Background: an optimization exercise with open tools, aiming at small area, a short achievable clock period and few clock cycles per item. Do not read the settings as production practice. Only simulation tests tie the RTL to the original design; equivalence was not proved. Power figures rest on the tool's default switching activity, not on a simulated workload.

==> v27: inputs <==
==> flow/design.v <==
module alu_issue_ctrl #(
  parameter int DATA_W = 32,
  parameter int REG_AW = 4
) (
  input  logic                  clk,
  input  logic                  rst,
  input  logic                  instr_valid,
  input  logic [4+3*REG_AW-1:0] instr,
  output logic                  instr_ready,
  output logic [DATA_W-1:0]     alu_input1,
  output logic [DATA_W-1:0]     alu_input2,
  output logic [3:0]            alu_operation,
  input  logic [DATA_W-1:0]     alu_result,
  output logic                  wb_valid,
  output logic [REG_AW-1:0]     wb_addr,
  output logic [DATA_W-1:0]     wb_data,
  input  logic                  ext_we,
  input  logic [REG_AW-1:0]     ext_addr,
  input  logic [DATA_W-1:0]     ext_wdata,
  output logic                  busy
);
  localparam int NREG = 1 << REG_AW;
  logic              rd_vld_q, ex_vld_q, wb_vld_q, busy_q;
  logic [3:0]        rd_op_q;
  logic [REG_AW-1:0] rd_rd_q;
  logic [NREG-1:0]   rd_sel1_q, rd_sel2_q;
  logic [3:0]        ex_op_q;
  logic [REG_AW-1:0] ex_rd_q;
  logic [DATA_W-1:0] ex_a_q, ex_b_q;
  logic [REG_AW-1:0] wb_rd_q;
  logic [DATA_W-1:0] wb_data_q;
  logic [DATA_W-1:0] regs [1:NREG-1];
  logic [NREG-1:1]   vld_q, vld_nxt, wen;
  logic [DATA_W-1:0] wdata, rdata1, rdata2;
  logic [NREG-1:0]   sel1_nxt, sel2_nxt;
  logic [NREG-1:1]   rsel1_nxt, rsel2_nxt;
  logic              fwd1_nxt, fwd2_nxt;
  logic [NREG*DATA_W-1:0] rsrc;
  assign instr_ready = 1'b1;
  always_ff @(posedge clk or posedge rst) begin
    if (rst) begin
      rd_vld_q <= 1'b0;
      ex_vld_q <= 1'b0;
      wb_vld_q <= 1'b0;
      busy_q   <= 1'b0;
    end else begin
      rd_vld_q <= instr_valid;
      ex_vld_q <= rd_vld_q;
      wb_vld_q <= ex_vld_q;
      busy_q   <= instr_valid | rd_vld_q | ex_vld_q;
    end
  end
  always_comb begin
    for (int i = 1; i < NREG; i++)
      wen[i] = (ex_vld_q && ex_rd_q == REG_AW'(i)) || (ext_we && ext_addr == REG_AW'(i));
  end
  assign vld_nxt = vld_q | wen;
  assign wdata   = ex_vld_q ? alu_result : ext_wdata;
  assign fwd1_nxt = rd_vld_q && rd_rd_q == instr[7:4] && instr[7:4] != '0;
  assign fwd2_nxt = rd_vld_q && rd_rd_q == instr[3:0] && instr[3:0] != '0;
  always_comb begin
    for (int i = 1; i < NREG; i++) begin
      rsel1_nxt[i] = instr[7:4] == REG_AW'(i) && vld_nxt[i] && !fwd1_nxt;
      rsel2_nxt[i] = instr[3:0] == REG_AW'(i) && vld_nxt[i] && !fwd2_nxt;
    end
  end
  assign sel1_nxt = {rsel1_nxt, fwd1_nxt};
  assign sel2_nxt = {rsel2_nxt, fwd2_nxt};
  always_ff @(posedge clk) begin
    rd_op_q   <= instr[15:12];
    rd_rd_q   <= instr[11:8];
    rd_sel1_q <= sel1_nxt;
    rd_sel2_q <= sel2_nxt;
  end
  assign rsrc[DATA_W-1:0] = alu_result;
  for (genvar i = 1; i < NREG; i++) begin : g_rsrc
    assign rsrc[i*DATA_W +: DATA_W] = regs[i];
  end
  alu_issue_rf_mux #(.DATA_W(DATA_W), .N(NREG)) u_mux1 (.sel(rd_sel1_q), .din(rsrc), .dout(rdata1));
  alu_issue_rf_mux #(.DATA_W(DATA_W), .N(NREG)) u_mux2 (.sel(rd_sel2_q), .din(rsrc), .dout(rdata2));
  always_ff @(posedge clk) begin
    ex_op_q   <= rd_op_q;
    ex_rd_q   <= rd_rd_q;
    ex_a_q    <= rdata1;
    ex_b_q    <= rdata2;
    wb_rd_q   <= ex_rd_q;
    wb_data_q <= alu_result;
  end
  assign alu_operation = ex_op_q;
  assign alu_input1    = ex_a_q;
  assign alu_input2    = ex_b_q;
  assign busy     = busy_q;
  assign wb_valid = wb_vld_q;
  assign wb_addr  = wb_rd_q;
  assign wb_data  = wb_data_q;
  always_ff @(posedge clk or posedge rst) begin
    if (rst) vld_q <= '0;
    else     vld_q <= vld_nxt;
  end
  always_ff @(posedge clk) begin
    for (int i = 1; i < NREG; i++)
      if (wen[i]) regs[i] <= wdata;
  end
endmodule
module alu_issue_rf_mux #(
  parameter int DATA_W = 32,
  parameter int N = 16
) (
  input  logic [N-1:0]        sel,
  input  logic [N*DATA_W-1:0] din,
  output logic [DATA_W-1:0]   dout
);
  always_comb begin
    dout = '0;
    for (int i = 0; i < N; i++) dout = dout | (din[i*DATA_W +: DATA_W] & {DATA_W{sel[i]}});
  end
endmodule
==> flow/flow/run.sh <==
#!/bin/bash
# Standard ORFS layout with two changes: the port buffers are buf_1 cells (not
# the delay cells buffer_ports picks by default), and timing repair may change
# a cell's footprint so those buffers and other cells can be resized freely.
set -euo pipefail
bash standard.sh MATCH_CELL_FOOTPRINT=0 "BUFFER_PORTS_ARGS=-buffer_cell sky130_fd_sc_hd__buf_1" finish > standard.log 2>&1
==> flow/standard.sh <==
#!/bin/bash
# synth_recipe.tcl (not shown) runs the flow's synth.tcl, then flattens the netlist and writes it again
# the make line also repeats each setting of config.mk as NAME=value (left out here)
make -C /OpenROAD-flow-scripts/flow DESIGN_CONFIG=/design/flow/config.mk WORK_HOME=/design/flow/orfs CLKGATE_MAP_FILE= SYNTH_SCRIPT=/design/flow/synth_recipe.tcl "${@:-finish}"
==> flow/config.mk <==
export PLATFORM = sky130hd
export DESIGN_NAME = alu_issue_ctrl
export DESIGN_NICKNAME = alu_issue_ctrl
export VERILOG_FILES = /design/flow/design.v
export SDC_FILE = /design/flow/constraint.sdc
export NUM_CORES = 4
export LEC_CHECK = 0
export CAP_MARGIN = 20
export CORE_MARGIN = 2
export CORE_UTILIZATION = 50
export CTS_CLUSTER_DIAMETER = 100
export CTS_CLUSTER_SIZE = 20
export SETUP_SLACK_MARGIN = 3.8
export SLEW_MARGIN = 20
export TNS_END_PERCENT = 5
==> flow/constraint.sdc <==
create_clock -name core_clock -period 6.0 [get_ports {clk}]
set_input_delay 1.2000 -clock core_clock [delete_from_list [all_inputs] [get_ports {clk}]]
set_output_delay 1.2000 -clock core_clock [all_outputs]
set_load 0.01 [all_outputs]
==> v29: changes against v27 <==
==> flow/design.v, changed modules only <==
module alu_issue_ctrl #(
  parameter int DATA_W = 32,
  parameter int REG_AW = 4
) (
  input  logic                  clk,
  input  logic                  rst,
  input  logic                  instr_valid,
  input  logic [4+3*REG_AW-1:0] instr,
  output logic                  instr_ready,
  output logic [DATA_W-1:0]     alu_input1,
  output logic [DATA_W-1:0]     alu_input2,
  output logic [3:0]            alu_operation,
  input  logic [DATA_W-1:0]     alu_result,
  output logic                  wb_valid,
  output logic [REG_AW-1:0]     wb_addr,
  output logic [DATA_W-1:0]     wb_data,
  input  logic                  ext_we,
  input  logic [REG_AW-1:0]     ext_addr,
  input  logic [DATA_W-1:0]     ext_wdata,
  output logic                  busy
);
  localparam int NREG = 1 << REG_AW;
  logic              exec_q;
  logic [3:0]        op_q;
  logic [REG_AW-1:0] rd_q, rs1_q, rs2_q;
  logic [DATA_W-1:0] regs [1:NREG-1];
  logic [NREG-1:0]   vld_q;
  logic [DATA_W-1:0] wdata;
  logic              accept;
  assign instr_ready = 1'b1;
  assign accept      = instr_valid;
  always_ff @(posedge clk or posedge rst) begin
    if (rst) exec_q <= 1'b0;
    else     exec_q <= accept;
  end
  always_ff @(posedge clk) begin
    if (accept) {op_q, rd_q, rs1_q, rs2_q} <= instr;
  end
  assign alu_operation = op_q;
  always_comb begin
    alu_input1 = '0;
    alu_input2 = '0;
    for (int i = 1; i < NREG; i++) begin
      if (rs1_q == REG_AW'(i) && vld_q[i]) alu_input1 = regs[i];
      if (rs2_q == REG_AW'(i) && vld_q[i]) alu_input2 = regs[i];
    end
  end
  assign busy     = exec_q;
  assign wb_valid = exec_q;
  assign wb_addr  = rd_q;
  assign wb_data  = alu_result;
  assign wdata = exec_q ? alu_result : ext_wdata;
  always_ff @(posedge clk or posedge rst) begin
    if (rst) vld_q <= '0;
    else begin
      vld_q[0] <= 1'b0;
      for (int i = 1; i < NREG; i++)
        if ((exec_q && rd_q == REG_AW'(i)) || (ext_we && ext_addr == REG_AW'(i)))
          vld_q[i] <= 1'b1;
    end
  end
  always_ff @(posedge clk) begin
    for (int i = 1; i < NREG; i++)
      if ((exec_q && rd_q == REG_AW'(i)) || (ext_we && ext_addr == REG_AW'(i)))
        regs[i] <= wdata;
  end
endmodule
// module alu_issue_rf_mux removed
==> flow/run.sh (new file) <==
#!/bin/bash
# synth_recipe.tcl (not shown) runs the flow's synth.tcl, then flattens the netlist and writes it again
# the make line also repeats each setting of config.mk as NAME=value (left out here)
make -C /OpenROAD-flow-scripts/flow DESIGN_CONFIG=/design/flow/config.mk WORK_HOME=/design/flow/orfs CLKGATE_MAP_FILE= SYNTH_SCRIPT=/design/flow/synth_recipe.tcl finish
--- a/flow/config.mk
+++ b/flow/config.mk
@@ -9,7 +9,3 @@
 export CORE_MARGIN = 2
-export CORE_UTILIZATION = 50
-export CTS_CLUSTER_DIAMETER = 100
-export CTS_CLUSTER_SIZE = 20
-export SETUP_SLACK_MARGIN = 3.8
+export CORE_UTILIZATION = 30
 export SLEW_MARGIN = 20
-export TNS_END_PERCENT = 5
removed: flow/flow/run.sh
removed: flow/standard.sh
==> run summary <==
In v29 the global-route usage is lower than in v27, by 10 points.
In v29 the cell count is larger than in v27, by 29%.
v29 completed with no timing, DRC or antenna violations. v27 produced a clean layout.
Of v29 and v27, v29 has the higher via count (gap 5.9%, measured against v27).
Critical path depth: v29 is higher than v27 (7).
Between v27 and v29, the lower worst setup slack is in v29 (gap 3.4 ns).
In v27 the design area is lower than in v29, by 2.0%.
In v27 the clock power is smaller than in v29, by about 20%.
Of v27 and v29, v29 has the higher first-iteration DRC count (gap 12%, measured against v29).
==> figures <==
item	v27	v29
Global router's overall resource usage	32.4%	22.2%
Design Area, Final	0.0275 mm^2	0.0281 mm^2
Maximum vdd ir drop	0.191 mV	0.256 mV
Cell with the biggest individual delay on the critical path	sky130_fd_sc_hd__dfrtp_1	sky130_fd_sc_hd__or3_1
Vias after detailed routing	17.5k	18.6k
Fraction of area in clock buffers and inverters	4.14%	6.31%
Final Routed Wirelength	82600 um	90800 um
Placeable Area	0.0486 mm^2	0.0771 mm^2
Pre-CTS worst setup slack	2.65 ns	1.11 ns
Result of the run	finished clean	finished clean
Sequential cell area fraction in the yosys report	73.0%	65.9%
Wire length of the first global-routing pass	117000 um	128000 um
Die Area	0.0507 mm^2	0.0796 mm^2
Top-area cell type share of the netlist area	58.9%	64.2%
Placed cell count	2264	2935
CP endpoint	wb_valid	alu_input1[6]
Clock-pin transition on the worst setup and hold timing paths	0.09 ns	0.06 ns
Testbench counts of v27, summed over its fixed seeds: cycles 8,024, items 8,000.
Testbench counts of v29, summed over its fixed seeds: cycles 8,008, items 8,000.

[port drivers added, routing unchanged]
How much do the figures lean on ideal ports? The routed layouts below were timed once more, with nothing changed but the port constraints. Step 1 (the two cells are an assumption about what drives the block):
set clk [get_ports {clk}]
set_driving_cell -lib_cell sky130_fd_sc_hd__clkbuf_16 $clk
set_driving_cell -lib_cell sky130_fd_sc_hd__buf_2 [delete_from_list [all_inputs] $clk]
Step 2 moves the port delays by t, midway between the first and last clock arrival at a register: inputs arrive t later, outputs are due t later. That takes back most of the time a late clock gives input paths. Slacks: no drivers / after step 1 / after step 2; pairs: no drivers / after step 1.
run	t (ns)	setup WS [ns]	worst setup path at the end
v27	0.637	3.715 / 3.655 / 3.116	input to register
v29	0.682	0.359 / 0.285 / 0.967	register to output
After both steps every run listed still meets setup and hold. For v27, which loses most, drivers alone change the setup slack by -0.060 ns; drivers and shift together by -0.599 ns.
